From an optimization exercise on the open Yosys and OpenROAD flow, aimed at small area, a short achievable clock period and few clock cycles; shortcuts taken in it are not production practice. In this exercise RTL edits were held to simulation tests only and were not proved equivalent to the original. Power figures rest on the tool's default switching activity, not on a simulated workload.

P:
Design wallace_mult_apb, start of the top module:
module wallace_mult_apb (
  input  wire        clk,
  input  wire        rst_n,
  input  wire        psel,
  input  wire        penable,
  input  wire        pwrite,
  input  wire [7:0]  paddr,
  input  wire [31:0] pwdata,
  output wire [31:0] prdata,
  output wire        pready,
  output wire        pslverr
);
Size in the first run: ~820 cells after synthesis, about 100 flip-flops, roughly 79 I/O pins, roughly 0.0066 mm2 of cells after synthesis.
export LEC_CHECK = 0
export ABC_AREA = 1
export CAP_MARGIN = 20
export CORE_MARGIN = 2
export CORE_UTILIZATION = 55
export SETUP_SLACK_MARGIN = 2.3
export SLEW_MARGIN = 20
create_clock -name core_clock -period 5.0 [get_ports {clk}]
standard.sh (not shown) runs the stock make flow with config.mk's settings and CLKGATE_MAP_FILE= SYNTH_SCRIPT=/design/flow/synth_recipe.tcl, a recipe that flattens the netlist after the stock synthesis.
==> flow/flow/run.sh <==
#!/bin/bash
# The standard layout, with plain buffers (buf_2) instead of the default
# delay cells as the buffers on the input and output ports.
set -e
export BUFFER_PORTS_ARGS="-buffer_cell sky130_fd_sc_hd__buf_2"
bash standard.sh > standard.log 2>&1
P finished every step from synthesis to the final layout, and the layout passed the timing, design-rule and antenna checks.
Testbench counts of P, summed over its fixed seeds: cycles 21,608.
Setup changes, P to Q
# P
export LEC_CHECK = 0
export ABC_AREA = 1
export CAP_MARGIN = 20
export CORE_MARGIN = 2
export CORE_UTILIZATION = 55
export SETUP_SLACK_MARGIN = 2.3
export SLEW_MARGIN = 20
create_clock -name core_clock -period 5.0 [get_ports {clk}]
# Q
export LEC_CHECK = 0
export CAP_MARGIN = 20
export CELL_PAD_IN_SITES_DETAIL_PLACEMENT = 1
export CELL_PAD_IN_SITES_GLOBAL_PLACEMENT = 2
export CORE_MARGIN = 2
export CORE_UTILIZATION = 55
export SETUP_SLACK_MARGIN = 1.5
export SLEW_MARGIN = 20
create_clock -name core_clock -period 5.0 [get_ports {clk}]
[summary]
- P → Q: area growth from synthesis to layout lost 3.8 points, sequential cell area share picked up an extra 5.0 points, first-iteration DRC count lost 3, post-layout instance area lost about 13%, final critical-path required period picked up an extra 0.60 ns.
- On Q: total of fill cells in the finished design is 117 higher than what P gave.
- Critical path depth: higher on Q
- Taking P as the reference, in Q minimum setup slack in the final design shows a reduction of 0.60 ns; instance count after placement with tap cells included shows a reduction of 305; met3 wirelength from detailed routing shows an increase of about 8%; global-route usage shows an increase of 0.92 points.
Here is what was changed in the inputs of R compared with Q.
==> flow/flow/run.sh <==
#!/bin/bash
# The standard layout, with plain buffers (buf_1) instead of the default
# delay cells as the buffers on the input and output ports.
set -e
export BUFFER_PORTS_ARGS="-buffer_cell sky130_fd_sc_hd__buf_1"
bash standard.sh > standard.log 2>&1
## What came out
In R, the clock network fraction of design power came out 1.0 points below the value in Q. R finished end to end and its layout was clean on timing, DRC and antenna. Final non-filler cell area (higher): Q. Going from Q to R, worst hold slack after final layout shrinks by 0.013 ns. The faster design of the two is Q; R tops out lower. Sink count of the clock tree came out exactly the same in Q and R.

* * *

== 09-12 ==
wallace_mult_apb, a different RTL version from the one above (not shown whole).
Size in the first run: roughly 100 flip-flops, ~6700 sq um of cells after synthesis.
## wallace_mult_apb
module wallace_mult_apb (
  input  wire        clk,
  input  wire        rst_n,
  input  wire        psel,
  input  wire        penable,
  input  wire        pwrite,
  input  wire [7:0]  paddr,
  input  wire [31:0] pwdata,
  output wire [31:0] prdata,
  output wire        pready,
  output wire        pslverr
);
==> flow/config.mk <==
export PLATFORM = sky130hd
export DESIGN_NAME = wallace_mult_apb
export DESIGN_NICKNAME = wallace_mult_apb
export VERILOG_FILES = /design/flow/design.v
export SDC_FILE = /design/flow/constraint.sdc
export NUM_CORES = 4
export LEC_CHECK = 0
export ABC_AREA = 1
export CAP_MARGIN = 20
export CORE_MARGIN = 2
export CORE_UTILIZATION = 55
export CTS_BUF_LIST = sky130_fd_sc_hd__clkbuf_8
export SETUP_SLACK_MARGIN = 2.0
export SLEW_MARGIN = 20
==> flow/constraint.sdc <==
create_clock -name core_clock -period 5.0 [get_ports {clk}]
set_input_delay 1.0000 -clock core_clock [delete_from_list [all_inputs] [get_ports {clk}]]
set_output_delay 1.0000 -clock core_clock [all_outputs]
set_load 0.01 [all_outputs]
==> flow/flow/run.sh <==
#!/bin/bash
# The standard layout, with plain buffers (buf_2) instead of the default
# delay cells as the buffers on the input and output ports.
set -e
export BUFFER_PORTS_ARGS="-buffer_cell sky130_fd_sc_hd__buf_2"
bash standard.sh > standard.log 2>&1
Every stage of the flow completed for 09-12, and the final layout passed the timing, design-rule and antenna checks.
Testbench counts of 09-12, summed over its fixed seeds: cycles 21,608.
Inputs modified between 09-12 and 07-06:
Settings: changing SETUP_SLACK_MARGIN from 2.0 to 2.2; changing CORE_UTILIZATION from 55 to 50.
==> flow/flow/run.sh <==
#!/bin/bash
# The standard layout, with two changes:
#  - plain buffers (buf_2) instead of the default delay cells as the buffers
#    on the input and output ports;
#  - clock tree synthesis without dummy loads on the clock tree's leaves.
set -e
export BUFFER_PORTS_ARGS="-buffer_cell sky130_fd_sc_hd__buf_2"
export CTS_ARGS="-sink_clustering_enable -repair_clock_nets -buf_list sky130_fd_sc_hd__clkbuf_8 -dont_use_dummy_load"
bash standard.sh > standard.log 2>&1
## What came out
09-12 -> 07-06: flip-flop and latch power flat
07-06 completed end to end with timing, DRC and antenna clean.
Relative to 09-12, the clock power measured on 07-06 has decreased by more than 10%.
Comparing internal power of the cells for 07-06 and 09-12, the bigger number came from 09-12.
Changes observed in 07-06 relative to 09-12: number of fillers in the final layout climbed 11%, number of antenna violations at the first check in global routing was more or less identical, net count after synthesis neither gained nor lost much, combinational cell power stayed essentially flat, total area of multi-input combinational cells increased by 2.9% relative to the old numbers.
Going from 09-12 to 07-06, the x dimension of the die was found to have gone up by 5.4 um.
[compare] base=09-12 new=07-06: proportion of power drawn by combinational gates has increased; first-iteration DRC count shows a reduction of 6.2%.

==> what the ideal ports hide <==
The flow's constraints put no driver on any port. The routed layouts listed below were extracted and timed again, unchanged, in two steps.
Step 1, drivers: a clkbuf_16 drives clk and a buf_2 each remaining input, both assumed.
Step 2, shift: input delay + t, output delay - t, t = (earliest + latest rising clock arrival at the registers) / 2. This alone moves slack from input paths to output paths.
Three values: ideal ports, drivers, drivers and shift; two values: the first two.
run	t (ns)	slack for setup (ns)	latest minus earliest clock arrival (ns)	worst slew at a driven data input, ns
P	0.389	2.204 / 2.204 / 2.053	0.010 / 0.010	0.03
Q	0.400	1.606 / 1.606 / 1.606	0.014 / 0.014	0.04
R	0.404	1.572 / 1.572 / 1.572	0.015 / 0.015	0.04
09-12	0.422	2.246 / 2.246 / 1.987	0.015 / 0.015	0.03
07-06	0.415	2.303 / 2.303 / 1.925	0.035 / 0.035	0.03
After both steps setup and hold are still met in every run listed. The setup slack of 07-06, which loses most, moves by 0.000 ns with the drivers and by -0.378 ns with both steps.
